This design comes from an exercise in tuning for small area, a short achievable clock period and few clock cycles per item on the open sky130 flow, not from production work.
RTL that was checked went through simulation tests only; none was proved equivalent to the original.
Function not checked in runs 3 to 5: the RTL went through the layout flow alone.
Power figures rest on the tool's default switching activity, not on a simulated workload.

<file path="design/flow/design.v">
module dmem_ctrl (
  input  logic        clk,
  input  logic        rst_n,
  input  logic        req_valid,
  output logic        req_ready,
  input  logic        req_we,
  input  logic [1:0]  req_size,
  input  logic        req_unsigned,
  input  logic [31:0] req_addr,
  input  logic [31:0] req_wdata,
  output logic        rsp_valid,
  input  logic        rsp_ready,
  output logic [31:0] rsp_rdata,
  output logic        rsp_err
);
  localparam int NW = 100;    
  logic       accept, take;
  logic       req_ready_q;
  logic [2:0] cnt_q;          
  assign accept = req_valid && req_ready_q;
  assign take   = rsp_valid && rsp_ready;
  logic cur_err;
  assign cur_err = (req_size == 2'b11) ||
                   (req_size == 2'b01 && req_addr[0]) ||
                   (req_size == 2'b10 && req_addr[1:0] != 2'b00) ||
                   (|req_addr[31:9]) ||
                   (req_addr[8] && req_addr[7] && (req_addr[6] || req_addr[5] || req_addr[4]));
  logic [3:0] be_in;
  always_comb begin
    case (req_size)
      2'b00:   be_in = 4'b0001 << req_addr[1:0];
      2'b01:   be_in = req_addr[1] ? 4'b1100 : 4'b0011;
      default: be_in = 4'b1111;
    endcase
  end
  logic        v0_q;           
  logic [3:0]  be0_q;          
  logic [31:0] wd0_q;          
  logic [15:0] lo0_q;          
  logic [6:0]  hi0_q;          
  logic        ld0_q;          
  logic        err0_q;
  logic [1:0]  lane0_q, size0_q;
  logic        uns0_q;
  always_ff @(posedge clk or negedge rst_n) begin
    if (!rst_n) begin
      v0_q  <= 1'b0;
      be0_q <= 4'b0;
    end else begin
      v0_q  <= accept;
      be0_q <= (accept && req_we && !cur_err) ? be_in : 4'b0;
    end
  end
  always_ff @(posedge clk) begin
    for (int j = 0; j < 16; j++) lo0_q[j] <= (req_addr[5:2] == 4'(j));
    for (int h = 0; h < 7; h++)  hi0_q[h] <= (req_addr[8:6] == 3'(h));
    lane0_q <= req_addr[1:0];
    size0_q <= req_size;
    uns0_q  <= req_unsigned;
    ld0_q   <= !req_we && !cur_err;
    err0_q  <= cur_err;
    case (req_size)
      2'b00:   wd0_q <= {4{req_wdata[7:0]}};
      2'b01:   wd0_q <= {2{req_wdata[15:0]}};
      default: wd0_q <= req_wdata;
    endcase
  end
  logic [NW-1:0][31:0] mem;
  logic [NW-1:0]       rsel;
  logic [31:0]         word;
  for (genvar w = 0; w < NW; w++) begin : g_word
    assign rsel[w] = hi0_q[w / 16] && lo0_q[w % 16];
    for (genvar b = 0; b < 4; b++) begin : g_byte
      always_ff @(posedge clk)
        if (rsel[w] && be0_q[b]) mem[w][8*b +: 8] <= wd0_q[8*b +: 8];
    end
  end
  always_comb begin
    word = 32'd0;
    for (int w = 0; w < NW; w++) word = word | (mem[w] & {32{rsel[w]}});
  end
  logic        v1_q;
  logic [31:0] word1_q;
  logic        ld1_q, err1_q;
  logic [1:0]  lane1_q, size1_q;
  logic        uns1_q;
  always_ff @(posedge clk or negedge rst_n) begin
    if (!rst_n) v1_q <= 1'b0;
    else        v1_q <= v0_q;
  end
  always_ff @(posedge clk) begin
    word1_q <= word;
    ld1_q   <= ld0_q;
    err1_q  <= err0_q;
    lane1_q <= lane0_q;
    size1_q <= size0_q;
    uns1_q  <= uns0_q;
  end
  logic [31:0] load2, res_rdata;
  logic [7:0]  sel_b;
  logic [15:0] sel_h;
  always_comb begin
    sel_b = word1_q[{lane1_q, 3'b000} +: 8];
    sel_h = lane1_q[1] ? word1_q[31:16] : word1_q[15:0];
    case (size1_q)
      2'b00:   load2 = {{24{~uns1_q & sel_b[7]}}, sel_b};
      2'b01:   load2 = {{16{~uns1_q & sel_h[15]}}, sel_h};
      default: load2 = word1_q;
    endcase
    res_rdata = ld1_q ? load2 : 32'd0;
  end
  logic             hv_q;           
  logic [31:0]      hd_q;           
  logic             he_q;           
  logic [3:0][31:0] qd_q;
  logic [3:0]       qe_q;
  logic [1:0]       wp_q, rp_q;
  logic [2:0]       qc_q;
  logic       push, pop, show_new;
  logic [1:0] rp_n;
  logic [2:0] qc_d;
  assign push     = v1_q;
  assign pop      = take;
  assign qc_d     = qc_q + {2'b0, push} - {2'b0, pop};
  assign rp_n     = rp_q + {1'b0, pop};
  assign show_new = (qc_q == 3'd0) || (qc_q == 3'd1 && pop);
  always_ff @(posedge clk or negedge rst_n) begin
    if (!rst_n) begin
      hv_q <= 1'b0;
      wp_q <= 2'd0;
      rp_q <= 2'd0;
      qc_q <= 3'd0;
    end else begin
      hv_q <= (qc_d != 3'd0);
      if (push) wp_q <= wp_q + 2'd1;
      rp_q <= rp_n;
      qc_q <= qc_d;
    end
  end
  always_ff @(posedge clk) begin
    if (show_new) begin
      hd_q <= res_rdata;
      he_q <= err1_q;
    end else begin
      hd_q <= qd_q[rp_n];
      he_q <= qe_q[rp_n];
    end
    for (int k = 0; k < 4; k++)
      if (push && wp_q == 2'(k)) begin
        qd_q[k] <= res_rdata;
        qe_q[k] <= err1_q;
      end
  end
  logic [2:0] cnt_d;
  assign cnt_d = cnt_q + {2'b0, accept} - {2'b0, take};
  always_ff @(posedge clk or negedge rst_n) begin
    if (!rst_n) begin
      cnt_q       <= 3'd0;
      req_ready_q <= 1'b1;
    end else begin
      cnt_q       <= cnt_d;
      req_ready_q <= (cnt_d < 3'd4);
    end
  end
  assign req_ready = req_ready_q;
  assign rsp_valid = hv_q;
  assign rsp_rdata = hd_q;
  assign rsp_err   = he_q;
endmodule
</file>
<file path="design/flow/run.sh">
#!/bin/bash
# synth_recipe.tcl (not shown) runs the flow's synth.tcl, then flattens the netlist and writes it again
# the make line also repeats each setting of config.mk as NAME=value (left out here)
make -C /OpenROAD-flow-scripts/flow DESIGN_CONFIG=/design/flow/config.mk WORK_HOME=/design/flow/orfs CLKGATE_MAP_FILE= SYNTH_SCRIPT=/design/flow/synth_recipe.tcl finish
</file>
<file path="design/flow/constraint.sdc">
create_clock -name core_clock -period 6.0 [get_ports {clk}]
set_input_delay 1.2000 -clock core_clock [delete_from_list [all_inputs] [get_ports {clk}]]
set_output_delay 1.2000 -clock core_clock [all_outputs]
set_load 0.01 [all_outputs]
</file>
<file path="design/flow/config.mk">
export PLATFORM = sky130hd
export DESIGN_NAME = dmem_ctrl
export DESIGN_NICKNAME = dmem_ctrl
export VERILOG_FILES = /design/flow/design.v
export SDC_FILE = /design/flow/constraint.sdc
export NUM_CORES = 4
export LEC_CHECK = 0
export CAP_MARGIN = 20
export CORE_MARGIN = 2
export CORE_UTILIZATION = 40
export PLACE_DENSITY = 0.5
export SETUP_SLACK_MARGIN = 3.3
export SLEW_MARGIN = 20
</file>
==> impl_metrics.py, run 1 <==
metrics = {
    "cells_and_area": {
        "final_util_pct": 46.9,
        "num-fill-cells": 27200,
        "finalNetCount": 7732,
        "layout-drive-gt1-share_pct": 16.4,
        "final_common_cell": "edfxtp_1",
        "area_growth_pct": 16.8,
        "multiInputGateArea_um2": 24200,
        "regArea_um2": 103000,
        "design_area_um2": 151000,
        "final_cell_mix": "3,332 x edfxtp_1, 1,072 x a22oi_1, 383 x and3_1",
    },
    "worst_setup_path": {
        "start_kind": "flip-flop",
        "regToRegEndpoint": "hd_q[12]",
        "path_max_fanout": 8,
        "worst-path-buf-inv": 0,
        "r2r_slack_ns": 3.04,
        "crit_chain": "mux2_2 -> nor2_1 -> o41a_1 -> a21oi_1 -> mux2_2",
        "cp_top_family": "compound AO/OA/AOI/OAI gates",
        "cp_common_cell": "mux2_2",
        "critPathCaptureType": "flip-flop",
        "r2r-start": "word1_q[15]",
        "crit_required_ns": 6.87,
        "r2r_cells": 5,
        "critPathKind": "reg2reg",
        "cp_slowest_stage_delay_ns": 0.95,
        "cp.arrival_ns": 3.83,
        "cpMaxStageDelayCell": "dfxtp_1",
    },
    "detailed_routing": {
        "drtIter0Drc": 17500,
        "wl_per_cell_um": 47.4,
        "ant_nets": 0,
        "avgViaCountPerCell": 6.95,
        "drc": 0,
        "drtPass1Iterations": 8,
        "routed_wl_um": 583000,
        "num_vias": 85500,
    },
    "grt": {
        "grt_pass1_vias": 78400,
        "globalRouteTotalUtil_pct": 34.4,
        "grt_first_pass_wirelength_um": 750000,
        "grt.overflow.total": 0,
        "antenna_found_initial": 59,
        "grt_max_degree": 101,
    },
    "placement": {
        "hpwlAfterDp_um": 341000,
        "placed_area_um2": 135000,
        "dp_slack_ns": 1.97,
        "place.gp.congestion": 0.943,
        "place.port_buffers": 106,
    },
    "power": {
        "clkPwrFrac_pct": 41.7,
        "p_switching_mw": 12.5,
        "power_mw": 53.2,
        "p_per_area_nw_per_um2": 353,
        "p_leak_nw": 47.4,
        "p_sw_share_pct": 23.5,
        "power_frac_seq_pct": 52.0,
        "p_comb_share_pct": 6.3,
        "vdd_drop_max_v": 0.000415,
        "internal_power_mw": 40.7,
    },
    "sta": {
        "fin_setup_tns_ns": 0,
        "timing.final.crit_share_pct": 49.3,
        "slew_headroom_pct": 13.5,
        "finalCriticalPeriod_ns": 2.96,
        "worst_slew_pin_slew_ns": 1.30,
        "clock_skew_ns": 0.0525,
        "maxSlewViolCount": 0,
        "final.setup.worst_slack_ns": 3.04,
        "setup_viol": 0,
        "timing.fmax_mhz": 338,
        "rsz0062_at_grt": "true",
        "hold_viol_final": 0,
    },
    "synth": {
        "synth-seq-cells": 3484,
        "synthFlopType": "edfxtp_1",
        "synth_area_leaders": "edfxtp_1 78%, a22oi_1 6.3%, and3_1 2.2%",
        "yosys_warnings": 1,
        "ys_async_sr_fraction_pct": 0.517,
        "synth_edf_count": 3332,
        "synth_top_cell_area_share_pct": 77.6,
        "synthesis.area_um2": 129000,
        "ys_seq_area_share_pct": 80.0,
        "syn_inst": 7398,
        "synth_top_area_cell": "edfxtp_1",
        "synth_fp_nets": 7481,
        "avgSynthCellArea_um2": 17.4,
        "ys_types": 68,
    },
    "die": {
        "pin_count": 107,
        "core_um2": 321000,
        "die_x_um": 572,
        "fp.dieH_um": 572,
        "start_util_pct": 40.2,
        "row_count": 208,
        "design.die.area_um2": 327000,
    },
    "clocking": {
        "cts_root_buf": "clkbuf_16",
        "clkLatencyLatePin_ns": 0.96,
        "cts.sinks": 3484,
        "path_clk_slew_ns": 0.06,
        "htreeDepth": 5,
        "cts.path.max_buffers": 4,
        "cts_tree": "built",
        "numCtsBuffers": 362,
    },
    "run": {
        "drv_cap": 0,
    },
    "worst_hold_path": {
        "hold_path.class": "in2async",
    },
    "outcome": {
        "status": "complete, no violations",
    },
}
==> registers in the layout (all words and copies together) (netlist names), 4 cells and up <==
register  cells
qd_q        128
lo0_q        16
be0_q         4
qe_q          4
word1_q      32
hd_q         32
wd0_q        32
mem        3200
hi0_q         7
==> power groups by stage <==
stage	combinational [mW]	sequential, mW	clock, mW
final	3.33	27.7	22.2
after global routing	3.45	27.7	23.0
after CTS	3.15	27.7	22.1
after detailed placement	3.01	28.2	0
after global placement	2.98	28.2	0
after floorplan	1.47	28.1	0
==> cell type report <==
cell class	count	share of cell area [%]
clock inverters	176	1.09
inverters	39	0.154
diodes	44	0.0731
repair buffers	504	3.99
well taps	4305	3.58
clock buffers	481	6.41
flip-flops and latches	3484	68.7
multi-input cells	3258	16.1
==> worst reg2reg max path, cell delays in order (launching register included) <==
cell,delay [ns]
dfxtp_1,0.95
mux2_2,0.39
nor2_1,0.05
o41a_1,0.46
a21oi_1,0.72
mux2_2,0.30
==> per-layer routing <==
metal  GRT usage [%]  vias up  share of wire, %
li1                -    31600                 -
met1            45.9    44700                36
met2            50.7     7736                43
met3            10.1     1425                14
met4            18.8       24               6.3
met5               0        -             0.029
==> Yosys cell counts, types with 8 or more instances <==
library cell  instances
o21ai_0              29
mux2i_1               9
o2111ai_1             9
ha_1                  9
a41oi_1              14
o31ai_1              24
o221ai_1             11
buf_2                63
nand2_1             110
mux4_2               33
clkbuf_1            413
nor3_1               37
a2111oi_0            20
edfxtp_1           3332
a32o_1                8
a21oi_1             193
nor4_1               75
o22ai_1             181
clkinv_1              8
or4_1                 8
o22a_1               13
and2_1               69
dfxtp_1             134
nand4_1              75
a22oi_1            1083
a32oi_1             103
nor3b_1               9
dfrtp_1              17
o211ai_1             10
nor4b_1              21
and3_1              456
inv_1                31
a221oi_1             53
a31oi_1              42
nor2_1              103
a22o_1               98
buf_1               140
nand3_1             101
mux2_2               33
a222oi_1            143
==> how the worst max path moves through the flow <==
stage	startpoint	end	depth (start not counted)
2_1_floorplan	rsp_ready	hv_q	9
3_3_place_gp	rsp_ready	hd_q[7]	7
3_5_place_dp	rsp_ready	hd_q[3]	7
4_1_cts	word1_q[15]	hd_q[11]	5
5_1_grt	word1_q[23]	hd_q[12]	5
6_report	word1_q[15]	hd_q[12]	5
==> stage by stage <==
step | instances | hold slack [ns]
finish | 12300 | 0.226
global route | 12300 | 0.273
CTS | 12200 | 0.221
detailed placement | 11400 | 0.313
global placement | 11400 | 0.315
floorplan | 7398 | 0.310
==> repair_timing <==
| item | CTS | global route |
|---|---|---|
| buffers inserted | 79 | 60 |
| hold endpoints to repair | 0 | 0 |
| endpoints found under the setup margin | 1067 | 233 |
| hold buffers | 0 | 0 |
| resized for setup | 427 | 106 |
| cloned | 23 | 12 |
| pin swaps | 32 | 36 |
==> logic make-up (layout without fill, tap and decap cells) <==
family | Yosys count | in the layout | synth area share [%]
adders and majority gates | 11 | 11 | 0.118
muxes | 75 | 75 | 0.934
buffers and inverters | 657 | 1200 | 1.98
DFF | 3484 | 3484 | 80.0
AOI/OAI and AO/OA | 2060 | 2060 | 12.0
and+or+nand+nor | 1105 | 1105 | 4.92
other | 0 | 44 | 0
xor gates and xnor gates | 6 | 7 | 0.0408
Testbench counts, summed over its fixed seeds: cycles 24,024, items 24,000.
==> inputs of run 2 (changes only) <==
--- a/design/flow/config.mk
+++ b/design/flow/config.mk
@@ -10,4 +10,3 @@
 export CORE_UTILIZATION = 40
 export PLACE_DENSITY = 0.5
-export SETUP_SLACK_MARGIN = 3.3
 export SLEW_MARGIN = 20
==> impl_metrics.py, run 2 <==
metrics = {
    "outcome": {
        "status": "complete, no violations",
    },
    "synth": {
        "synth_fp_nets": 7481,
        "synth-seq-cells": 3484,
        "synth.most_common_cell": "edfxtp_1",
        "synth_common_cells": "3,332 x edfxtp_1, 1,083 x a22oi_1, 456 x and3_1",
        "synth_top_area_cell": "edfxtp_1",
        "synth_top_cell_area_share_pct": 77.6,
        "yosys_warnings": 1,
        "synthesis.area_um2": 129000,
        "synth_area_leaders": "edfxtp_1 78%, a22oi_1 6.3%, and3_1 2.2%",
        "synthFlopType": "edfxtp_1",
        "syn_inst": 7398,
        "synth_edf_count": 3332,
        "ys_seq_area_share_pct": 80.0,
        "avgSynthCellArea_um2": 17.4,
        "ys_async_sr_fraction_pct": 0.517,
        "ys_types": 68,
    },
    "grt": {
        "grt_pass1_vias": 76100,
        "globalRouteTotalUtil_pct": 32.5,
        "grt.overflow.total": 0,
        "antenna_found_initial": 39,
        "grt_max_degree": 101,
        "grt_first_pass_wirelength_um": 715000,
    },
    "clocking": {
        "cts_tree": "built",
        "clkLatencyLatePin_ns": 0.97,
        "cts.sinks": 3484,
        "ctsResizeCount": 0,
        "numCtsBuffers": 362,
        "cts_hold_buf": 0,
        "cts.path.max_buffers": 4,
        "postCtsSetupBuffers": 0,
        "htreeDepth": 5,
        "path_clk_slew_ns": 0.06,
        "cts_root_buf": "clkbuf_16",
    },
    "placement": {
        "place.port_buffers": 106,
        "hpwlAfterDp_um": 333000,
        "place.gp.congestion": 0.943,
        "placed_area_um2": 135000,
        "dp_slack_ns": 1.88,
    },
    "sta": {
        "fin_setup_tns_ns": 0,
        "rsz0062_at_grt": "false",
        "clock_skew_ns": 0.0661,
        "hold_viol_final": 0,
        "whs_ns": 0.236,
        "maxSlewViolCount": 0,
        "timing.fmax_mhz": 267,
        "final.setup.worst_slack_ns": 2.26,
        "worst_slew_pin_slew_ns": 1.35,
        "finalCriticalPeriod_ns": 3.74,
        "timing.final.crit_share_pct": 62.3,
        "setup_viol": 0,
        "slew_headroom_pct": 10.1,
    },
    "cells_and_area": {
        "final_common_cell": "edfxtp_1",
        "design_area_um2": 147000,
        "regMostFlops": "mem",
        "finalNetCount": 7530,
        "area_growth_pct": 13.9,
        "biggestRegsByFlops": "mem (3200), qd_q (128)",
        "largest_register_ffs": 3200,
        "final_cell_mix": "3,332 x edfxtp_1, 1,083 x a22oi_1, 452 x and3_1",
        "final_util_pct": 45.8,
        "layout-drive-gt1-share_pct": 11.1,
    },
    "detailed_routing": {
        "drtPass1Iterations": 7,
        "num_vias": 81900,
        "wl_per_cell_um": 44.9,
        "drtIter0Drc": 15500,
        "ant_nets": 0,
        "drc": 0,
        "routed_wl_um": 543000,
        "avgViaCountPerCell": 6.78,
    },
    "worst_setup_path": {
        "r2r_cells": 6,
        "critPathCaptureType": "flip-flop",
        "critPathKind": "reg2reg",
        "start_kind": "flip-flop",
        "crit_required_ns": 6.77,
        "cp.arrival_ns": 4.51,
        "path_max_fanout": 49,
    },
    "power": {
        "p_leak_nw": 45.7,
        "p_per_area_nw_per_um2": 362,
        "vdd_drop_max_v": 0.000324,
    },
    "die": {
        "start_util_pct": 40.2,
        "die_x_um": 572,
        "pin_count": 107,
        "fp.dieH_um": 572,
        "row_count": 208,
        "design.die.area_um2": 327000,
        "core_um2": 321000,
    },
    "run": {
        "drv_cap": 0,
    },
    "worst_hold_path": {
        "hold_path.class": "in2async",
    },
}
run 2: final timing paths:
check                                start           to  slack [ns]
min in group core_clock         size0_q[1]   size1_q[1]        0.32
worst max register to register    hi0_q[1]  word1_q[30]        2.26
worst min-delay path                 rst_n     be0_q[3]        0.24
worst min register to register  size0_q[1]   size1_q[1]        0.32
worst max-delay path              hi0_q[1]  word1_q[30]        2.26
max in group asynchronous            rst_n     be0_q[0]        5.38
run 2: cell type report:
| class | instances | area, um2 |
|---|---|---|
| antenna | 23 | 57.6 |
| clock buffer | 467 | 9640 |
| clock inverter | 200 | 1930 |
| fill | 27400 | 174000 |
| inverter | 39 | 158 |
| multi-input combinational | 3257 | 23300 |
| sequential | 3484 | 103000 |
| tap | 4305 | 5390 |
| timing repair buffer | 303 | 3020 |
run 2: power by group:
| group | internal, mW | switching, mW | total, mW |
|---|---|---|---|
| Clock | 12.6 | 9.84 | 22.4 |
| Sequential | 27.2 | 0.498 | 27.7 |
| Combinational | 1.02 | 1.98 | 3.00 |
| Total | 40.8 | 12.3 | 53.1 |
run 2: cell families after synthesis:
group	after synthesis	share of synthesized area [%]
multiplexers	75	0.934
buffers and inverters	657	1.98
AND/OR/NAND/NOR	1105	4.92
flip-flops	3484	80.0
AO/OA/AOI/OAI	2060	12.0
adder cells (fa/ha/maj)	11	0.118
XOR/XNOR	6	0.0408
run 2: worst max-delay path, cell delays in order (launching register included):
cell and delay (ns):
dfxtp_4 0.52, buf_4 0.43, and3_1 0.32, a2111oi_1 0.80, nand3_1 0.18, nor4_1 0.97
nand4_1 0.16
run 2: routing by layer:
metal	vias up	GRT usage [%]	part of all wire [%]
li1	31100	-	-
met5	-	0	0.033
met4	28	14.9	5.3
met2	6639	49.0	44
met3	1172	8.35	13
met1	43000	44.3	38
run 2: metrics by stage:
| step | instances | total power, mW |
|---|---|---|
| 2_1_floorplan | 7398 | 29.5 |
| 3_3_place_gp | 11400 | 31.1 |
| 3_5_place_dp | 11400 | 31.1 |
| 4_1_cts | 12100 | 53.1 |
| 5_1_grt | 12100 | 54.2 |
| 6_report | 12100 | 53.1 |
==> inputs of run 3 (changes only) <==
--- a/design/flow/design.v
+++ b/design/flow/design.v
@@ -15,4 +15,5 @@
 );
   localparam int NW = 100;    
+  localparam int NG = 4;      
   logic       accept, take;
   logic       req_ready_q;
@@ -35,8 +36,6 @@
   end
   logic        v0_q;           
-  logic [3:0]  be0_q;          
-  logic [31:0] wd0_q;          
-  logic [15:0] lo0_q;          
-  logic [6:0]  hi0_q;          
+  logic [31:0] lsel0_q;        
+  logic [3:0]  gsel0_q;        
   logic        ld0_q;          
   logic        err0_q;
@@ -44,15 +43,10 @@
   logic        uns0_q;
   always_ff @(posedge clk or negedge rst_n) begin
-    if (!rst_n) begin
-      v0_q  <= 1'b0;
-      be0_q <= 4'b0;
-    end else begin
-      v0_q  <= accept;
-      be0_q <= (accept && req_we && !cur_err) ? be_in : 4'b0;
-    end
+    if (!rst_n) v0_q <= 1'b0;
+    else        v0_q <= accept;
   end
   always_ff @(posedge clk) begin
-    for (int j = 0; j < 16; j++) lo0_q[j] <= (req_addr[5:2] == 4'(j));
-    for (int h = 0; h < 7; h++)  hi0_q[h] <= (req_addr[8:6] == 3'(h));
+    for (int j = 0; j < 32; j++) lsel0_q[j] <= (req_addr[6:2] == 5'(j));
+    for (int g = 0; g < NG; g++) gsel0_q[g] <= (req_addr[8:7] == 2'(g));
     lane0_q <= req_addr[1:0];
     size0_q <= req_size;
@@ -60,29 +54,40 @@
     ld0_q   <= !req_we && !cur_err;
     err0_q  <= cur_err;
-    case (req_size)
-      2'b00:   wd0_q <= {4{req_wdata[7:0]}};
-      2'b01:   wd0_q <= {2{req_wdata[15:0]}};
-      default: wd0_q <= req_wdata;
-    endcase
   end
   logic [NW-1:0][31:0] mem;
-  logic [NW-1:0]       rsel;
-  logic [31:0]         word;
+  logic [3:0]          wbe;
+  logic [31:0]         wd;
+  logic [31:0]         wl;
+  logic [3:0]          wg;
+  assign wbe = (rst_n && accept && req_we && !cur_err) ? be_in : 4'b0;
+  always_comb begin
+    case (req_size)
+      2'b00:   wd = {4{req_wdata[7:0]}};
+      2'b01:   wd = {2{req_wdata[15:0]}};
+      default: wd = req_wdata;
+    endcase
+    for (int j = 0; j < 32; j++) wl[j] = (req_addr[6:2] == 5'(j));
+    for (int g = 0; g < NG; g++) wg[g] = (req_addr[8:7] == 2'(g));
+  end
   for (genvar w = 0; w < NW; w++) begin : g_word
-    assign rsel[w] = hi0_q[w / 16] && lo0_q[w % 16];
     for (genvar b = 0; b < 4; b++) begin : g_byte
       always_ff @(posedge clk)
-        if (rsel[w] && be0_q[b]) mem[w][8*b +: 8] <= wd0_q[8*b +: 8];
+        if (wg[w / 32] && wl[w % 32] && wbe[b]) mem[w][8*b +: 8] <= wd[8*b +: 8];
     end
   end
+  logic [NG-1:0][31:0] part;
   always_comb begin
-    word = 32'd0;
-    for (int w = 0; w < NW; w++) word = word | (mem[w] & {32{rsel[w]}});
+    for (int g = 0; g < NG; g++) begin
+      part[g] = 32'd0;
+      for (int j = 0; j < 32; j++)
+        if (g * 32 + j < NW) part[g] = part[g] | (mem[g * 32 + j] & {32{lsel0_q[j]}});
+    end
   end
-  logic        v1_q;
-  logic [31:0] word1_q;
-  logic        ld1_q, err1_q;
-  logic [1:0]  lane1_q, size1_q;
-  logic        uns1_q;
+  logic                v1_q;
+  logic [NG-1:0][31:0] part1_q;
+  logic [NG-1:0]       gsel1_q;
+  logic                ld1_q, err1_q;
+  logic [1:0]          lane1_q, size1_q;
+  logic                uns1_q;
   always_ff @(posedge clk or negedge rst_n) begin
     if (!rst_n) v1_q <= 1'b0;
@@ -90,5 +95,6 @@
   end
   always_ff @(posedge clk) begin
-    word1_q <= word;
+    part1_q <= part;
+    for (int g = 0; g < NG; g++) gsel1_q[g] <= gsel0_q[g];
     ld1_q   <= ld0_q;
     err1_q  <= err0_q;
@@ -97,14 +103,16 @@
     uns1_q  <= uns0_q;
   end
-  logic [31:0] load2, res_rdata;
+  logic [31:0] word2, load2, res_rdata;
   logic [7:0]  sel_b;
   logic [15:0] sel_h;
   always_comb begin
-    sel_b = word1_q[{lane1_q, 3'b000} +: 8];
-    sel_h = lane1_q[1] ? word1_q[31:16] : word1_q[15:0];
+    word2 = 32'd0;
+    for (int g = 0; g < NG; g++) word2 = word2 | (part1_q[g] & {32{gsel1_q[g]}});
+    sel_b = word2[{lane1_q, 3'b000} +: 8];
+    sel_h = lane1_q[1] ? word2[31:16] : word2[15:0];
     case (size1_q)
       2'b00:   load2 = {{24{~uns1_q & sel_b[7]}}, sel_b};
       2'b01:   load2 = {{16{~uns1_q & sel_h[15]}}, sel_h};
-      default: load2 = word1_q;
+      default: load2 = word2;
     endcase
     res_rdata = ld1_q ? load2 : 32'd0;
--- a/design/flow/config.mk
+++ b/design/flow/config.mk
@@ -9,4 +9,7 @@
 export CORE_MARGIN = 2
 export CORE_UTILIZATION = 40
+export CTS_CLUSTER_DIAMETER = 60
+export CTS_CLUSTER_SIZE = 40
 export PLACE_DENSITY = 0.5
+export SETUP_SLACK_MARGIN = 3.3
 export SLEW_MARGIN = 20
==> impl_metrics.py, run 3 <==
metrics = {
    "cells_and_area": {
        "final_cell_mix": "3,332 x edfxtp_1, 1,253 x a22oi_1, 319 x nor2_4",
        "largest_register_ffs": 3200,
        "layout-drive-gt1-share_pct": 20.7,
        "finalNetCount": 7627,
        "regMostFlops": "mem",
        "multiInputGateArea_um2": 24400,
        "regArea_um2": 105000,
        "biggestRegsByFlops": "mem (3200), part1_q (128), qd_q (128)",
        "area_growth_pct": 17.8,
        "num-fill-cells": 26700,
        "final_common_cell": "edfxtp_1",
    },
    "detailed_routing": {
        "routed_wl_um": 511000,
        "avgViaCountPerCell": 6.55,
        "ant_nets": 0,
        "drc": 0,
        "wl_per_cell_um": 42.8,
        "num_vias": 78200,
        "drtPass1Iterations": 6,
        "drtIter0Drc": 14600,
    },
    "grt": {
        "antenna_found_initial": 36,
        "grt_pass1_vias": 72600,
        "globalRouteTotalUtil_pct": 30.6,
        "grt_max_degree": 101,
        "grt_first_pass_wirelength_um": 670000,
        "grt.overflow.total": 0,
    },
    "worst_setup_path": {
        "r2r_cells": 11,
        "cp_common_cell": "buf_12",
        "cp_top_family": "buffers and inverters",
        "regToRegEndpoint": "mem[2045]",
        "start_kind": "input pin",
        "cpMaxStageDelayCell": "or3_4",
        "cp.arrival_ns": 3.59,
        "worst-path-buf-inv": 7,
        "r2r_slack_ns": 3.11,
        "cp_slowest_stage_delay_ns": 0.49,
        "critPathKind": "in2reg",
        "crit_chain": "buf_4 -> or3_4 -> a2111oi_4 -> buf_4 -> buf_12 -> o21ai_4 -> buf_6 -> buf_12 -> buf_12 -> buf_16 -> nor2_4",
        "critPathCaptureType": "flip-flop",
        "crit_required_ns": 6.62,
        "path_max_fanout": 8,
        "r2r-start": "req_ready_q",
    },
    "synth": {
        "synth_top_cell_area_share_pct": 78.3,
        "synth_edf_count": 3332,
        "synth-seq-cells": 3561,
        "synthAdderAreaFrac_pct": 0.119,
        "synthXorXnorAreaFrac_pct": 0.0411,
        "synth_common_cells": "3,332 x edfxtp_1, 1,268 x a22oi_1, 463 x nor2_1",
        "muxShareOfSynthArea_pct": 0.856,
        "synth_compound_area_share_pct": 10.7,
        "yosys_warnings": 1,
        "syn_inst": 7143,
        "ys_seq_area_share_pct": 81.9,
        "synth_area_leaders": "edfxtp_1 78%, a22oi_1 7.4%, dfxtp_1 3.4%",
        "synth_top_family_by_area": "compound AO/OA/AOI/OAI gates",
        "synthesis.area_um2": 128000,
        "synthFlopType": "edfxtp_1",
        "synth_top_area_cell": "edfxtp_1",
        "ys_types": 56,
        "synth.most_common_cell": "edfxtp_1",
        "synth-simple-area-share_pct": 4.72,
        "synth_fp_nets": 7226,
        "ys_async_sr_fraction_pct": 0.393,
        "avgSynthCellArea_um2": 17.9,
    },
    "sta": {
        "maxSlewViolCount": 0,
        "hold_viol_final": 0,
        "worst_slew_pin_slew_ns": 1.19,
        "fin_setup_tns_ns": 0,
        "setup_viol": 0,
        "timing.final.crit_share_pct": 49.5,
        "final.setup.worst_slack_ns": 3.03,
        "slew_headroom_pct": 21.0,
        "clock_skew_ns": 0.0605,
        "rsz0062_at_grt": "true",
        "timing.fmax_mhz": 337,
        "finalCriticalPeriod_ns": 2.97,
    },
    "die": {
        "start_util_pct": 40.2,
        "fp.dieH_um": 569,
        "design.die.area_um2": 324000,
        "core_um2": 318000,
        "die_x_um": 569,
        "row_count": 207,
        "pin_count": 107,
    },
    "clocking": {
        "cts_tree": "built",
        "numCtsBuffers": 231,
        "htreeDepth": 4,
        "cts.path.max_buffers": 4,
        "cts.sinks": 3561,
        "cts_root_buf": "clkbuf_16",
        "cts_hold_buf": 0,
        "path_clk_slew_ns": 0.07,
        "clkLatencyLatePin_ns": 0.98,
    },
    "power": {
        "p_per_area_nw_per_um2": 326,
        "p_leak_nw": 46.5,
        "vdd_drop_max_v": 0.000260,
    },
    "worst_hold_path": {
        "min_from": "uns0_q",
        "hold_path.class": "reg2reg",
        "hold_depth": 0,
        "min_to": "uns1_q",
    },
    "placement": {
        "place.port_buffers": 106,
        "place.gp.congestion": 0.948,
        "hpwlAfterDp_um": 310000,
        "dp_slack_ns": 0.791,
    },
    "outcome": {
        "status": "complete, no violations",
    },
    "run": {
        "drv_cap": 0,
    },
}
-- run 3: cell count changes after synthesis, moves of 100 or more --
| cell | previous run | this run |
|---|---|---|
| a32oi_1 | 103 | 0 |
| nor2_1 | 103 | 463 |
| a221oi_1 | 53 | 198 |
| a22o_1 | 98 | 198 |
| o22ai_1 | 181 | 0 |
| nand3_1 | 101 | 213 |
| and3_1 | 456 | 2 |
| a22oi_1 | 1083 | 1268 |
| nand2_1 | 110 | 233 |
| clkbuf_1 | 413 | 307 |
| a21oi_1 | 193 | 19 |
| a222oi_1 | 143 | 0 |
| nand4_1 | 75 | 196 |
-- run 3: what timing repair did --
action | in CTS | in global routing
endpoints found under the setup margin | 4470 | 3220
gates cloned | 21 | 18
setup buffers | 63 | 58
gates resized for setup | 1103 | 282
pin swaps | 93 | 191
-- run 3: worst max-delay path by stage --
stage / from / endpoint / slack [ns] / cells after the start
floorplan: req_addr[6] / mem[0] / 2.65 / 6
global placement: req_addr[6] / mem[42] / 0.89 / 6
detailed placement: req_addr[6] / mem[41] / 0.79 / 6
CTS: req_addr[20] / mem[2851] / 3.09 / 11
global route: req_addr[25] / mem[2045] / 2.99 / 13
finish: req_addr[5] / mem[2045] / 3.03 / 11
-- run 3: report_power, final --
part	switching [mW]	internal (mW)
combinational	2.19	0.946
sequential	0.253	27.6
clock	9.64	8.50
-- run 3: final cells by class --
cell class	count	share of cell area, %
multi-input combinational	3106	16.2
timing repair buffer	628	5.00
clock buffer	259	4.05
tap	4180	3.47
inverter	16	0.0399
sequential	3561	69.7
clock inverter	175	1.55
antenna	14	0.0233
-- run 3: kinds of logic (layout without fill, tap and decap cells) --
kind of cell | count (synthesis) | count (layout)
xor gates and xnor gates | 6 | 7
other | 0 | 14
and+or+nand+nor | 1263 | 1263
AOI/OAI and AO/OA | 1760 | 1760
DFF | 3561 | 3561
buffers and inverters | 477 | 1078
muxes | 65 | 65
adders and majority gates | 11 | 11
-- run 3: stage by stage --
step / total power [mW] / hold WS (ns) / utilization, % / cells / cell area [um2]
2_1_floorplan: 29.7 / 0.310 / - / 7143 / 128000
5_1_grt: 50.3 / 0.330 / 47.3 / 11900 / 150000
3_5_place_dp: 31.5 / 0.313 / 42.6 / 11300 / 135000
3_3_place_gp: 31.5 / 0.311 / 42.6 / 11300 / 135000
6_report: 49.1 / 0.329 / 47.3 / 11900 / 151000
4_1_cts: 49.2 / 0.328 / 46.6 / 11800 / 148000
-- run 3: routing by layer --
layer / wire length (um) / share of wire [%] / track usage [%] / vias to the layer above
met4: 27200 / 5.3 / 14.0 / 12
met3: 67700 / 13 / 9.23 / 989
met1: 192000 / 38 / 41.5 / 40900
li1: - / - / - / 30200
met2: 224000 / 44 / 45.3 / 6082
met5: 79 / 0.015 / 0 / -
==> inputs of run 4 (changes only) <==
--- a/design/flow/config.mk
+++ b/design/flow/config.mk
@@ -9,6 +9,5 @@
 export CORE_MARGIN = 2
 export CORE_UTILIZATION = 40
-export CTS_CLUSTER_DIAMETER = 60
-export CTS_CLUSTER_SIZE = 40
+export CTS_CLUSTER_SIZE = 20
 export PLACE_DENSITY = 0.5
 export SETUP_SLACK_MARGIN = 3.3
==> impl_metrics.py, run 4 <==
metrics = {
    "placement": {
        "placed_area_um2": 135000,
        "place.port_buffers": 106,
        "place_inst": 11300,
        "dp_slack_ns": 0.791,
        "place.gp.congestion": 0.948,
        "hpwlAfterDp_um": 310000,
    },
    "sta": {
        "timing.final.crit_share_pct": 49.9,
        "final.setup.worst_slack_ns": 3.00,
        "rsz0062_at_grt": "true",
        "maxSlewViolCount": 0,
        "worst_slew_pin_slew_ns": 1.17,
        "whs_ns": 0.276,
        "timing.fmax_mhz": 334,
        "finalCriticalPeriod_ns": 3.00,
        "hold_viol_final": 0,
        "fin_setup_tns_ns": 0,
        "setup_viol": 0,
        "clock_skew_ns": 0.0582,
        "slew_headroom_pct": 22.2,
    },
    "power": {
        "p_leak_nw": 49.1,
        "power_frac_seq_pct": 51.3,
        "p_sw_share_pct": 22.8,
        "power_mw": 54.4,
        "p_switching_mw": 12.4,
        "clkPwrFrac_pct": 43.0,
        "p_per_area_nw_per_um2": 348,
        "p_comb_share_pct": 5.8,
        "internal_power_mw": 42.0,
        "vdd_drop_max_v": 0.000242,
    },
    "synth": {
        "synth.most_common_cell": "edfxtp_1",
        "avgSynthCellArea_um2": 17.9,
        "ys_types": 56,
        "synthFlopType": "edfxtp_1",
        "ys_seq_area_share_pct": 81.9,
        "synth_top_cell_area_share_pct": 78.3,
        "synth_top_area_cell": "edfxtp_1",
        "synth_fp_nets": 7226,
        "synth-seq-cells": 3561,
        "synth_common_cells": "3,332 x edfxtp_1, 1,268 x a22oi_1, 463 x nor2_1",
        "synth_area_leaders": "edfxtp_1 78%, a22oi_1 7.4%, dfxtp_1 3.4%",
        "ys_async_sr_fraction_pct": 0.393,
        "yosys_warnings": 1,
        "synthesis.area_um2": 128000,
        "synth_edf_count": 3332,
        "syn_inst": 7143,
    },
    "cells_and_area": {
        "regArea_um2": 105000,
        "area_growth_pct": 22.3,
        "final_cell_mix": "3,332 x edfxtp_1, 1,252 x a22oi_1, 399 x nor2_4",
        "final_common_cell": "edfxtp_1",
        "biggestRegsByFlops": "mem (3200), part1_q (128), qd_q (128)",
        "layout-drive-gt1-share_pct": 22.8,
        "final_cell_count_no_fill": 12200,
        "num-fill-cells": 26200,
        "largest_register_ffs": 3200,
        "finalNetCount": 7801,
        "final_util_pct": 49.1,
        "design_area_um2": 156000,
        "regMostFlops": "mem",
        "multiInputGateArea_um2": 25100,
    },
    "detailed_routing": {
        "ant_nets": 0,
        "wl_per_cell_um": 42.3,
        "avgViaCountPerCell": 6.49,
        "drtPass1Iterations": 6,
        "drc": 0,
        "routed_wl_um": 517000,
        "num_vias": 79400,
        "drtIter0Drc": 13900,
    },
    "clocking": {
        "htreeDepth": 5,
        "cts.sinks": 3561,
        "clkLatencyLatePin_ns": 0.99,
        "cts_tree": "built",
        "path_clk_slew_ns": 0.06,
        "cts.path.max_buffers": 4,
        "numCtsBuffers": 369,
        "cts_hold_buf": 0,
        "cts_root_buf": "clkbuf_16",
    },
    "die": {
        "design.die.area_um2": 324000,
        "row_count": 207,
        "core_um2": 318000,
        "start_util_pct": 40.2,
        "pin_count": 107,
        "die_x_um": 569,
        "fp.dieH_um": 569,
    },
    "outcome": {
        "status": "complete, no violations",
    },
    "grt": {
        "antenna_found_initial": 40,
        "globalRouteTotalUtil_pct": 31.1,
        "grt_pass1_vias": 74700,
        "grt_first_pass_wirelength_um": 680000,
        "grt_max_degree": 101,
        "grt.overflow.total": 0,
    },
    "run": {
        "drv_cap": 0,
    },
    "worst_setup_path": {
        "cp_top_family": "buffers and inverters",
        "critPathCaptureType": "flip-flop",
        "crit_chain": "buf_2 -> or3_4 -> a2111oi_4 -> buf_6 -> buf_12 -> buf_12 -> o21ai_4 -> buf_6 -> buf_16 -> nor2_4",
        "start_kind": "input pin",
        "worst-path-buf-inv": 6,
        "cp.arrival_ns": 3.60,
        "path_max_fanout": 8,
        "cp_slowest_stage_delay_ns": 0.48,
        "crit_required_ns": 6.61,
        "cpMaxStageDelayCell": "or3_4",
        "critPathKind": "in2reg",
    },
    "worst_hold_path": {
        "hold_path.class": "reg2reg",
    },
}
[run 4: repair_timing]
action,CTS,global route
cloned,39,11
pin swaps,183,188
endpoints found under the setup margin,4528,3700
gates resized for setup,1297,391
buffers inserted,92,54
[run 4: power by group through the flow]
stage	Clock, mW	Sequential [mW]	Combinational [mW]
CTS	23.5	27.9	3.08
global route	24.5	27.9	3.28
global placement	0	28.4	3.04
floorplan	0	28.3	1.43
detailed placement	0	28.4	3.04
finish	23.4	27.9	3.14
[run 4: metal layers]
metal  vias to the layer above  GRT usage (%)  share of wire [%]
li1                      30700              -                  -
met1                     41400           42.1                 37
met2                      6145           45.4                 43
met3                      1159           9.65                 13
met4                        17           15.0                6.1
met5                         -              0              0.046
[run 4: final timing paths]
check	from	endpoint	slack [ns]	cells past startpoint
min reg2reg	gsel0_q[3]	gsel1_q[3]	0.28	0
max reg2reg	lsel0_q[3]	part1_q[30]	3.07	5
max in group asynchronous	rst_n	req_ready_q	5.35	3
min	gsel0_q[3]	gsel1_q[3]	0.28	0
max	req_addr[5]	mem[2047]	3.00	10
min in group asynchronous	rst_n	qc_q[1]	0.41	3
[run 4: cell families after synthesis]
| group | share of synthesized area, % |
|---|---|
| AOI/OAI and AO/OA | 10.7 |
| xor gates and xnor gates | 0.0411 |
| adders and majority gates | 0.119 |
| buffers and inverters | 1.65 |
| DFF | 81.9 |
| muxes | 0.856 |
| and+or+nand+nor | 4.72 |
[run 4: area by class of cell]
| class | count | share of cell area (%) |
|---|---|---|
| Sequential cell | 3561 | 67.1 |
| Multi-Input combinational cell | 3108 | 16.0 |
| Clock buffer | 482 | 6.44 |
| Timing Repair Buffer | 662 | 5.60 |
| Tap cell | 4180 | 3.35 |
| Clock inverter | 206 | 1.42 |
| Inverter | 16 | 0.0384 |
| Antenna cell | 12 | 0.0192 |
==> inputs of run 5 (changes only) <==
--- a/design/flow/design.v
+++ b/design/flow/design.v
@@ -36,6 +36,8 @@
   end
   logic        v0_q;           
+  logic [3:0]  be0_q;          
   logic [31:0] lsel0_q;        
   logic [3:0]  gsel0_q;        
+  logic [31:0] wd0_q;          
   logic        ld0_q;          
   logic        err0_q;
@@ -43,6 +45,11 @@
   logic        uns0_q;
   always_ff @(posedge clk or negedge rst_n) begin
-    if (!rst_n) v0_q <= 1'b0;
-    else        v0_q <= accept;
+    if (!rst_n) begin
+      v0_q  <= 1'b0;
+      be0_q <= 4'b0;
+    end else begin
+      v0_q  <= accept;
+      be0_q <= (accept && req_we && !cur_err) ? be_in : 4'b0;
+    end
   end
   always_ff @(posedge clk) begin
@@ -54,24 +61,17 @@
     ld0_q   <= !req_we && !cur_err;
     err0_q  <= cur_err;
+    case (req_size)
+      2'b00:   wd0_q <= {4{req_wdata[7:0]}};
+      2'b01:   wd0_q <= {2{req_wdata[15:0]}};
+      default: wd0_q <= req_wdata;
+    endcase
   end
   logic [NW-1:0][31:0] mem;
-  logic [3:0]          wbe;
-  logic [31:0]         wd;
-  logic [31:0]         wl;
-  logic [3:0]          wg;
-  assign wbe = (rst_n && accept && req_we && !cur_err) ? be_in : 4'b0;
-  always_comb begin
-    case (req_size)
-      2'b00:   wd = {4{req_wdata[7:0]}};
-      2'b01:   wd = {2{req_wdata[15:0]}};
-      default: wd = req_wdata;
-    endcase
-    for (int j = 0; j < 32; j++) wl[j] = (req_addr[6:2] == 5'(j));
-    for (int g = 0; g < NG; g++) wg[g] = (req_addr[8:7] == 2'(g));
-  end
+  logic [NW-1:0]       wsel;
   for (genvar w = 0; w < NW; w++) begin : g_word
+    assign wsel[w] = gsel0_q[w / 32] && lsel0_q[w % 32];
     for (genvar b = 0; b < 4; b++) begin : g_byte
       always_ff @(posedge clk)
-        if (wg[w / 32] && wl[w % 32] && wbe[b]) mem[w][8*b +: 8] <= wd[8*b +: 8];
+        if (wsel[w] && be0_q[b]) mem[w][8*b +: 8] <= wd0_q[8*b +: 8];
     end
   end
@@ -118,19 +118,16 @@
     res_rdata = ld1_q ? load2 : 32'd0;
   end
-  logic             hv_q;           
-  logic [31:0]      hd_q;           
-  logic             he_q;           
-  logic [3:0][31:0] qd_q;
-  logic [3:0]       qe_q;
-  logic [1:0]       wp_q, rp_q;
-  logic [2:0]       qc_q;
-  logic       push, pop, show_new;
-  logic [1:0] rp_n;
-  logic [2:0] qc_d;
-  assign push     = v1_q;
-  assign pop      = take;
-  assign qc_d     = qc_q + {2'b0, push} - {2'b0, pop};
-  assign rp_n     = rp_q + {1'b0, pop};
-  assign show_new = (qc_q == 3'd0) || (qc_q == 3'd1 && pop);
+  logic        hv_q;                
+  logic [31:0] hd_q;
+  logic        he_q;
+  logic [2:0][31:0] sd_q;           
+  logic [2:0]       se_q;
+  logic [1:0]  wp_q, rp_q;          
+  logic [1:0]  sc_q;                
+  logic head_free, from_skid, to_head, to_skid;
+  assign head_free = !hv_q || rsp_ready;
+  assign from_skid = head_free && (sc_q != 2'd0);
+  assign to_head   = head_free && (sc_q == 2'd0) && v1_q;
+  assign to_skid   = v1_q && !to_head;
   always_ff @(posedge clk or negedge rst_n) begin
     if (!rst_n) begin
@@ -138,24 +135,24 @@
       wp_q <= 2'd0;
       rp_q <= 2'd0;
-      qc_q <= 3'd0;
+      sc_q <= 2'd0;
     end else begin
-      hv_q <= (qc_d != 3'd0);
-      if (push) wp_q <= wp_q + 2'd1;
-      rp_q <= rp_n;
-      qc_q <= qc_d;
+      if (head_free) hv_q <= from_skid || to_head;
+      if (to_skid)   wp_q <= (wp_q == 2'd2) ? 2'd0 : wp_q + 2'd1;
+      if (from_skid) rp_q <= (rp_q == 2'd2) ? 2'd0 : rp_q + 2'd1;
+      sc_q <= sc_q + {1'b0, to_skid} - {1'b0, from_skid};
     end
   end
   always_ff @(posedge clk) begin
-    if (show_new) begin
+    if (from_skid) begin
+      hd_q <= sd_q[rp_q];
+      he_q <= se_q[rp_q];
+    end else if (to_head) begin
       hd_q <= res_rdata;
       he_q <= err1_q;
-    end else begin
-      hd_q <= qd_q[rp_n];
-      he_q <= qe_q[rp_n];
     end
-    for (int k = 0; k < 4; k++)
-      if (push && wp_q == 2'(k)) begin
-        qd_q[k] <= res_rdata;
-        qe_q[k] <= err1_q;
+    for (int k = 0; k < 3; k++)
+      if (to_skid && wp_q == 2'(k)) begin
+        sd_q[k] <= res_rdata;
+        se_q[k] <= err1_q;
       end
   end
--- a/design/flow/config.mk
+++ b/design/flow/config.mk
@@ -9,6 +9,7 @@
 export CORE_MARGIN = 2
 export CORE_UTILIZATION = 40
-export CTS_CLUSTER_SIZE = 20
+export CTS_BUF_LIST = sky130_fd_sc_hd__clkbuf_4 sky130_fd_sc_hd__clkbuf_8
+export CTS_CLUSTER_SIZE = 30
 export PLACE_DENSITY = 0.5
-export SETUP_SLACK_MARGIN = 3.3
+export SETUP_SLACK_MARGIN = 3.4
 export SLEW_MARGIN = 20
==> impl_metrics.py, run 5 <==
metrics = {
    "clocking": {
        "cts.sinks": 3563,
        "cts.path.max_buffers": 4,
        "cts_root_buf": "clkbuf_8",
        "numCtsBuffers": 594,
        "clkLatencyLatePin_ns": 1.17,
        "cts_hold_buf": 0,
        "htreeDepth": 6,
        "cts_tree": "built",
        "path_clk_slew_ns": 0.06,
    },
    "sta": {
        "fin_setup_tns_ns": 0,
        "clock_skew_ns": 0.0871,
        "worst_slew_pin_slew_ns": 1.14,
        "finalCriticalPeriod_ns": 3.07,
        "hold_viol_final": 0,
        "maxSlewViolCount": 0,
        "slew_headroom_pct": 24.0,
        "timing.fmax_mhz": 326,
        "rsz0062_at_grt": "true",
        "setup_viol": 0,
        "timing.final.crit_share_pct": 51.1,
        "whs_ns": 0.0654,
        "final.setup.worst_slack_ns": 2.93,
    },
    "grt": {
        "antenna_found_initial": 29,
        "globalRouteTotalUtil_pct": 26.8,
        "grt_max_degree": 101,
        "grt_pass1_vias": 74300,
        "grt_first_pass_wirelength_um": 610000,
        "grt.overflow.total": 0,
    },
    "placement": {
        "place.port_buffers": 106,
        "dp_slack_ns": 1.70,
        "hpwlAfterDp_um": 248000,
        "place.gp.congestion": 0.834,
    },
    "synth": {
        "synth_area_leaders": "edfxtp_1 78%, a22oi_1 7.3%, dfxtp_1 3.3%",
        "yosys_warnings": 1,
        "synthesis.area_um2": 128000,
        "avgSynthCellArea_um2": 18.0,
        "synth_top_area_cell": "edfxtp_1",
        "synth_fp_nets": 7212,
        "synth.most_common_cell": "edfxtp_1",
        "synth_top_cell_area_share_pct": 77.9,
        "synth-seq-cells": 3563,
        "syn_inst": 7135,
        "synth_common_cells": "3,332 x edfxtp_1, 1,252 x a22oi_1, 401 x and3_1",
        "ys_async_sr_fraction_pct": 0.477,
        "synthFlopType": "edfxtp_1",
        "ys_types": 57,
        "synth_edf_count": 3332,
        "ys_seq_area_share_pct": 81.6,
    },
    "cells_and_area": {
        "area_growth_pct": 14.6,
        "final_cell_mix": "3,332 x edfxtp_1, 1,245 x a22oi_1, 624 x clkbuf_8",
        "biggestRegsByFlops": "mem (3200), part1_q (128), sd_q (96)",
        "final_common_cell": "edfxtp_1",
        "regMostFlops": "mem",
        "largest_register_ffs": 3200,
        "finalNetCount": 7548,
        "layout-drive-gt1-share_pct": 17.7,
    },
    "die": {
        "fp.dieH_um": 571,
        "die_x_um": 571,
        "start_util_pct": 40.1,
        "pin_count": 107,
        "row_count": 208,
        "core_um2": 320000,
        "design.die.area_um2": 326000,
    },
    "worst_setup_path": {
        "cp_top_family": "flip-flops",
        "worst-path-buf-inv": 1,
        "critPathKind": "reg2out",
        "cp_slowest_stage_delay_ns": 0.54,
        "cp.arrival_ns": 1.87,
        "crit_required_ns": 4.80,
        "path_max_fanout": 1,
        "cpMaxStageDelayCell": "edfxtp_1",
        "critPathCaptureType": "output pin",
        "start_kind": "flip-flop",
        "crit_chain": "buf_2",
    },
    "detailed_routing": {
        "routed_wl_um": 451000,
        "wl_per_cell_um": 36.8,
        "drtPass1Iterations": 8,
        "drc": 0,
        "num_vias": 75900,
        "ant_nets": 0,
        "avgViaCountPerCell": 6.19,
        "drtIter0Drc": 10700,
    },
    "power": {
        "clkPwrFrac_pct": 41.0,
        "p_leak_nw": 48.0,
        "p_per_area_nw_per_um2": 357,
        "power_frac_seq_pct": 54.0,
        "p_sw_share_pct": 23.6,
        "vdd_drop_max_v": 0.000220,
        "internal_power_mw": 40.2,
        "p_switching_mw": 12.4,
        "p_comb_share_pct": 5.0,
    },
    "outcome": {
        "status": "complete, no violations",
    },
    "run": {
        "drv_cap": 0,
    },
    "worst_hold_path": {
        "hold_path.class": "in2async",
    },
}
## run 5: cell count changes after synthesis, moves of 16 or more
cell | before | now
mux4_2 | 33 | 0
nor2_1 | 463 | 65
mux2i_1 | 8 | 44
a31oi_1 | 0 | 18
buf_6 | 40 | 18
nand2_1 | 233 | 126
and3_1 | 2 | 401
buf_2 | 11 | 139
a22oi_1 | 1268 | 1252
buf_1 | 102 | 72
## run 5: metal layers
layer / routed length (um) / track usage, % / up-vias
li1: - / - / 30600
met1: 186000 / 37.7 / 40500
met2: 214000 / 43.1 / 4136
met3: 37700 / 4.28 / 660
met4: 13100 / 7.74 / 2
met5: 13 / 0 / -
## run 5: timing repair
| item | in CTS | in global routing |
|---|---|---|
| endpoints found under the setup margin | 894 | 205 |
| resized for setup | 238 | 50 |
| gates cloned | 6 | 2 |
| pin swaps | 3 | 4 |
| buffers inserted | 19 | 7 |
## run 5: final cells by class
| class | count | area (um2) |
|---|---|---|
| Multi-Input combinational cell | 3023 | 21700 |
| Antenna cell | 12 | 30.0 |
| Fill cell | 27400 | 173000 |
| Timing Repair Buffer | 274 | 3130 |
| Timing Repair inverter | 1 | 5.00 |
| Sequential cell | 3563 | 105000 |
| Clock buffer | 883 | 10500 |
| Inverter | 14 | 56.3 |
| Clock inverter | 185 | 1310 |
| Tap cell | 4305 | 5390 |
## run 5: path summary, 6_finish.rpt
| kind | from | endpoint | slack, ns | cells past startpoint |
|---|---|---|---|---|
| max | hd_q[22] | rsp_rdata[22] | 2.93 | 1 |
| min | rst_n | hv_q | 0.07 | 1 |
| max reg2reg | lsel0_q[16] | part1_q[35] | 3.31 | 5 |
| min reg2reg | uns0_q | uns1_q | 0.34 | 0 |
| max in group asynchronous | rst_n | be0_q[1] | 5.48 | 1 |
| min in group core_clock | uns0_q | uns1_q | 0.34 | 0 |
## run 5: kinds of logic after synthesis
family	share of synthesized area, %
AOI/OAI and AO/OA	10.9
xor gates and xnor gates	0.0273
adders and majority gates	0.0545
buffers and inverters	1.86
DFF	81.6
muxes	0.492
and+or+nand+nor	5.10
## run 5: metrics by stage
stage,instances,power (mW),area (um2),utilization [%]
floorplan,7135,29.8,129000,-
global placement,11100,31.4,134000,41.9
detailed placement,11100,31.5,134000,41.9
CTS,12200,52.7,147000,45.8
global route,12200,54.0,147000,45.9
finish,12300,52.6,147000,45.9
## run 5: power by group through the flow
stage	clock network (mW)	registers [mW]	logic [mW]
after floorplan	0	28.7	1.09
after global placement	0	28.9	2.52
after detailed placement	0	28.9	2.54
after CTS	21.8	28.4	2.55
after global routing	22.8	28.4	2.78
final	21.6	28.4	2.62

re-timing with driven ports:
The results above use ideal ports. As a check the final layouts listed here were re-extracted and re-timed, cells and wires unchanged. Step 1, drivers: a clkbuf_16 drives clk and a buf_2 each remaining input, both assumed. Step 2 moves the port delays by t, midway between the first and last clock arrival at a register: inputs arrive t later, outputs are due t later. That takes back most of the time a late clock gives input paths. Slacks: ideal ports / drivers / drivers and shift; pairs: ideal ports / drivers.
| run | t, ns | slack for setup (ns) | hold slack, ns | worst setup path at the end | cell pins on the clock port's net |
|---|---|---|---|---|---|
| run 1 | 1.043 | 3.040 / 3.040 / 2.459 | 0.226 / 0.147 / 0.323 | input to register | 1 |
| run 2 | 1.054 | 2.259 / 2.259 / 1.925 | 0.236 / 0.144 / 0.321 | input to register | 1 |
| run 3 | 1.059 | 3.029 / 3.105 / 2.051 | 0.329 / 0.319 / 0.329 | input to register | 1 |
| run 4 | 1.063 | 3.005 / 3.074 / 2.023 | 0.276 / 0.276 / 0.276 | input to register | 1 |
| run 5 | 1.225 | 2.932 / 2.836 / 2.422 | 0.065 / -0.011 / 0.339 | input to register | 1 |
After both steps setup and hold are still met in every run listed. The setup slack of run 4, which loses most, moves by +0.069 ns with the drivers and by -0.982 ns with both steps.
